This design comes from an exercise in tuning for small area on the open sky130 flow, not from production work. Only simulation tests tie the RTL to the original design; equivalence was not proved. Power figures rest on the tool's default switching activity, not on a simulated workload.

==> branch tundra <==
Design max7219_display_ctrl, start of the top module:
module max7219_display_ctrl (
   input  logic        clk,
   input  logic        i_rst_n,
   input  logic        i_static_dyn,
   input  logic        i_new_display,
   input  logic        i_new_config_val,
   input  logic [32:0] i_display_cfg,
   input  logic [16:0] i_static_cfg,
   input  logic [47:0] i_scroll_cfg,
   input  logic [24:0] i_static_wr,
   input  logic [16:0] i_scroll_wr,
   output logic        o_config_done,
   output logic        o_static_busy,
   output logic        o_scroller_busy,
   output logic        o_max7219_clk,
   output logic        o_max7219_data,
   output logic        o_max7219_load
);
export LEC_CHECK = 0
export CAP_MARGIN = 20
export CORE_MARGIN = 2
export CORE_UTILIZATION = 40
export SETUP_SLACK_MARGIN = 0.1
export SLEW_MARGIN = 20
export SYNTH_HIERARCHICAL = 1
create_clock -name core_clock -period 5.5 [get_ports {clk}]
standard.sh (not shown) runs the stock make flow with config.mk's settings and CLKGATE_MAP_FILE= SYNTH_SCRIPT=/design/flow/synth_recipe.tcl, a recipe that flattens the netlist after the stock synthesis.
==> flow/flow/run.sh <==
#!/bin/bash
# Standard synthesis; then synthesis buffers removed and every
# combinational cell put back to its smallest drive strength (the
# layout's own repair steps size up or buffer what timing, slew and
# load need); then the standard layout from floorplan to finish, with
# a clock tree of larger sink clusters and no dummy clock loads, and
# plain buffers on the ports.
set -euo pipefail
bash standard.sh synth > synth.log 2>&1
openroad -no_init -exit -threads ${NUM_CORES:-4} flow/downsize.tcl > downsize.log 2>&1
bash standard.sh \
   "CTS_ARGS=-sink_clustering_enable -repair_clock_nets -dont_use_dummy_load -sink_clustering_size 26 -sink_clustering_max_diameter 80 -buf_list sky130_fd_sc_hd__clkbuf_16" \
   "BUFFER_PORTS_ARGS=-buffer_cell sky130_fd_sc_hd__buf_1" \
   finish > layout.log 2>&1
==> flow/flow/downsize.tcl <==
# Remove synthesis buffers, then swap each combinational standard cell of 1_synth.odb for the smallest
# variant of the same cell (same function and pins). Registers keep
# their cell.
set res "orfs/results/$::env(FLOW_PLATFORM)/max7219_display_ctrl/base"
read_liberty $::env(FLOW_HOME)/platforms/$::env(FLOW_PLATFORM)/lib/sky130_fd_sc_hd__tt_025C_1v80.lib
read_db $res/1_synth.odb
# Buffers that synthesis put on module ports and high fanout nets go;
# the layout's repair buffers nets as placement needs.
remove_buffers
set db [ord::get_db]
set block [[$db getChip] getBlock]

set dont_use {}
foreach lib [$db getLibs] {
   foreach m [$lib getMasters] {
      set n [$m getName]
      if {[regexp {^(sky130_fd_sc_hd__[a-z0-9]+)_([0-9]+)$} $n -> base drv]} {
         if {[regexp {lpflow|probe|clkbuf|clkinv|clkdly|dlygate|dlymetal|^sky130_fd_sc_hd__(df|dl|sdf|edf|sedf|sdl)} $n]} {
            continue
         }
         # Smallest area; of equal areas, the strongest drive
         set a [expr {[$m getWidth] * [$m getHeight]}]
         if {![info exists best($base)] || $a < $besta($base)
             || ($a == $besta($base) && $drv > $bestd($base))} {
            set best($base) $m
            set besta($base) $a
            set bestd($base) $drv
         }
      }
   }
}

set swapped 0
set area_before 0
set area_after 0
foreach inst [$block getInsts] {
   set m [$inst getMaster]
   set n [$m getName]
   set a [expr {[$m getWidth] * [$m getHeight]}]
   set area_before [expr {$area_before + $a}]
   if {[regexp {^(sky130_fd_sc_hd__[a-z0-9]+)_([0-9]+)$} $n -> base drv]} {
      if {[info exists best($base)] && $best($base) ne $m} {
         if {[$inst swapMaster $best($base)]} {
            incr swapped
            set a [expr {[$best($base) getWidth] * [$best($base) getHeight]}]
         }
      }
   }
   set area_after [expr {$area_after + $a}]
}
puts "swapped $swapped cells; area [expr {$area_before / 1e6}] -> [expr {$area_after / 1e6}] um2"
write_db $res/1_synth.odb
==> inputs of branch yarrow, as changes to branch tundra <==
--- a/flow/design.v
+++ b/flow/design.v
@@ -77,18 +77,17 @@
 module tog_ram #(
    parameter int W = 16
 ) (
    input  logic         clk,
    input  logic         i_we,
    input  logic [7:0]   i_waddr,
    input  logic [W-1:0] i_wdata,
    input  logic [7:0]   i_raddr,
-   output logic [W-1:0] o_rraw,     
-   output logic         o_p
+   output logic [W-1:0] o_rdata
 );
    localparam int NG = 86;
    logic [W-1:0] q [0:257];
    logic [W-1:0] gn [0:NG-1];
    logic [257:0] rsel;
    logic [15:0]  whi, wlo, rhi, rlo;
    logic         p;
    logic [W-1:0] col;
@@ -134,58 +133,53 @@
    end
    assign gn[NG-1] = ~(q[255] & {W{rsel[255]}});
    always_comb begin
       acc = '1;
       for (int g = 0; g < NG; g++) begin
          acc = acc & gn[g];
       end
    end
-   assign o_rraw = ~acc;
-   assign o_p    = p;
+   assign o_rdata = ~acc ^ {W{p}};
 endmodule
 `timescale 1ns/10ps
 module static_player (
    input  logic                     clk,
    input  logic                     i_rst_n,
    input  logic                     i_start,
    input  max7219_pkg::static_cfg_t i_cfg,
    input  max7219_pkg::static_wr_t  i_wr,
    input  logic                     i_ready,
    output max7219_pkg::frame_req_t  o_req,
    output logic                     o_busy
 );
-   logic [15:0]           rd_raw;
-   logic                  rd_p;
-   logic [15:0]           req_raw;
-   logic                  req_p;
+   logic [15:0]           rd_word;
    logic [max7219_pkg::RAM_ADDR_W-1:0] ptr;
    logic [max7219_pkg::RAM_ADDR_W-1:0] start_q;
    logic [max7219_pkg::RAM_ADDR_W-1:0] last_q;
    logic                  fetch;
    logic                  req_valid;
+   max7219_pkg::frame_t                req_frame;
    assign o_req.valid = req_valid;
-   assign o_req.frame = req_raw ^ {16{req_p}};
+   assign o_req.frame = req_frame;
    tog_ram #(.W(16)) u_ram (
       .clk     (clk),
       .i_we    (i_wr.we),
       .i_waddr (i_wr.addr),
       .i_wdata (i_wr.data),
       .i_raddr (ptr),
-      .o_rraw  (rd_raw),
-      .o_p     (rd_p)
+      .o_rdata (rd_word)
    );
    always_ff @(posedge clk) begin
       if (i_start) begin
          start_q <= i_cfg.start_ptr;
          last_q  <= i_cfg.last_ptr;
       end
       if (fetch) begin
-         req_raw <= rd_raw;
-         req_p   <= rd_p;
+         req_frame <= rd_word;
       end
    end
    always_ff @(posedge clk) begin
       if (i_start) begin
          ptr <= i_cfg.start_ptr;
       end else if (!fetch && req_valid && i_ready) begin
          ptr <= (ptr == last_q) ? start_q : ptr + 1'b1;
       end
@@ -223,19 +217,17 @@
    input  logic                     i_rst_n,
    input  logic                     i_start,
    input  max7219_pkg::scroll_cfg_t i_cfg,
    input  max7219_pkg::scroll_wr_t  i_wr,
    input  logic                     i_ready,
    output max7219_pkg::frame_req_t  o_req,
    output logic                     o_busy
 );
-   logic [7:0]            rd_raw;
-   logic                  rd_p;
-   logic                  req_p;
+   logic [7:0]            rd_col;
    logic [max7219_pkg::RAM_ADDR_W-1:0] ram_start_q;
    logic [max7219_pkg::RAM_ADDR_W-1:0] rd_addr;    
    logic [7:0]            len_q;
    logic [31:0]           tempo_q;
    logic [31:0]           wait_cnt;
    logic [7:0]            offset;
    logic [7:0]            offset_inc;
    logic [7:0]            idx;
@@ -243,38 +235,36 @@
    logic [7:0]            len_m1;
    logic [2:0]            digit;
    logic                  fetch;
    logic                  waiting;
    logic                  req_valid;
    logic [7:0]            req_data;
    assign o_req.valid      = req_valid;
    assign o_req.frame.addr = max7219_pkg::REG_DIGIT0 + {5'd0, digit};
-   assign o_req.frame.data = req_data ^ {8{req_p}};
+   assign o_req.frame.data = req_data;
    assign len_m1     = len_q - 8'd1;
    assign idx_next   = (idx == len_m1) ? 8'd0 : idx + 8'd1;
    assign offset_inc = offset + 8'd1;
    tog_ram #(.W(8)) u_ram (
       .clk     (clk),
       .i_we    (i_wr.we),
       .i_waddr (i_wr.addr),
       .i_wdata (i_wr.data),
       .i_raddr (rd_addr),
-      .o_rraw  (rd_raw),
-      .o_p     (rd_p)
+      .o_rdata (rd_col)
    );
    always_ff @(posedge clk) begin
       if (i_start) begin
          ram_start_q <= i_cfg.ram_start_ptr;
          len_q       <= i_cfg.msg_length;
          tempo_q     <= i_cfg.tempo_cnt;
       end
       if (fetch) begin
-         req_data <= rd_raw;
-         req_p    <= rd_p;
+         req_data <= rd_col;
       end
    end
    always_ff @(posedge clk) begin
       if (i_start) begin
          offset  <= '0;
          idx     <= '0;
          digit   <= '0;
          rd_addr <= i_cfg.ram_start_ptr;
--- a/flow/flow/downsize.tcl
+++ b/flow/flow/downsize.tcl
@@ -13,23 +13,20 @@
 set dont_use {}
 foreach lib [$db getLibs] {
    foreach m [$lib getMasters] {
       set n [$m getName]
       if {[regexp {^(sky130_fd_sc_hd__[a-z0-9]+)_([0-9]+)$} $n -> base drv]} {
          if {[regexp {lpflow|probe|clkbuf|clkinv|clkdly|dlygate|dlymetal|^sky130_fd_sc_hd__(df|dl|sdf|edf|sedf|sdl)} $n]} {
             continue
          }
-         # Smallest area; of equal areas, the strongest drive
          set a [expr {[$m getWidth] * [$m getHeight]}]
-         if {![info exists best($base)] || $a < $besta($base)
-             || ($a == $besta($base) && $drv > $bestd($base))} {
+         if {![info exists best($base)] || $a < $besta($base)} {
             set best($base) $m
             set besta($base) $a
-            set bestd($base) $drv
          }
       }
    }
 }
 
 set swapped 0
 set area_before 0
 set area_after 0
- SETUP_SLACK_MARGIN: 0.1 -> not set
==> comparison table <==
quantity	branch yarrow	branch tundra
Run status	complete, but fails checks	complete, no violations
Violated checks	setup timing	-
Setup_tns	-0.02882 ns	0 ns
Cell internal pwr	61.53 mW	61.31 mW
Minimum setup slack in the final design	-0.02882 ns	0.1665 ns
F_max	180.9 MHz	187.5 MHz
Number of sinks on the clock net	6379	6381
Multi-input gate share of the layout cell area	0.3236	0.3267
Floorplan die height	718.9 um	719.5 um
Area enclosed by the die boundary	516900 sq um	517600 sq um
Endpoint of the most critical register-to-register path	u_static_player.req_frame[10]	u_static_player.req_raw[1]
Layout Utilization	0.4504	0.4502
Critical path buffer and inverter count	2	3
Global router's overall resource usage	0.2911	0.2955

==> separate check: timing with driven ports <==
How much do the figures lean on ideal ports? The routed layouts below were timed once more, with nothing changed but the port constraints.
Step 1, drivers: a clkbuf_16 drives clk and a buf_2 each remaining input, both assumed.
Step 2 adds t to the input delays and takes it off the output delays; t is the mean of the earliest and latest rising clock arrival at the registers after step 1. Input paths then give back, and output paths get back, about the clock's delay inside the block.
Slacks: no drivers / after step 1 / after step 2; pairs: no drivers / after step 1.
run	shift t [ns]	setup slack, ns	worst slew at a driven data input, ns	pins driven straight from the clock port
branch tundra	1.119	0.167 / 0.167 / 0.167	0.19	1
branch yarrow	1.094	-0.029 / -0.029 / -0.029	0.23	1
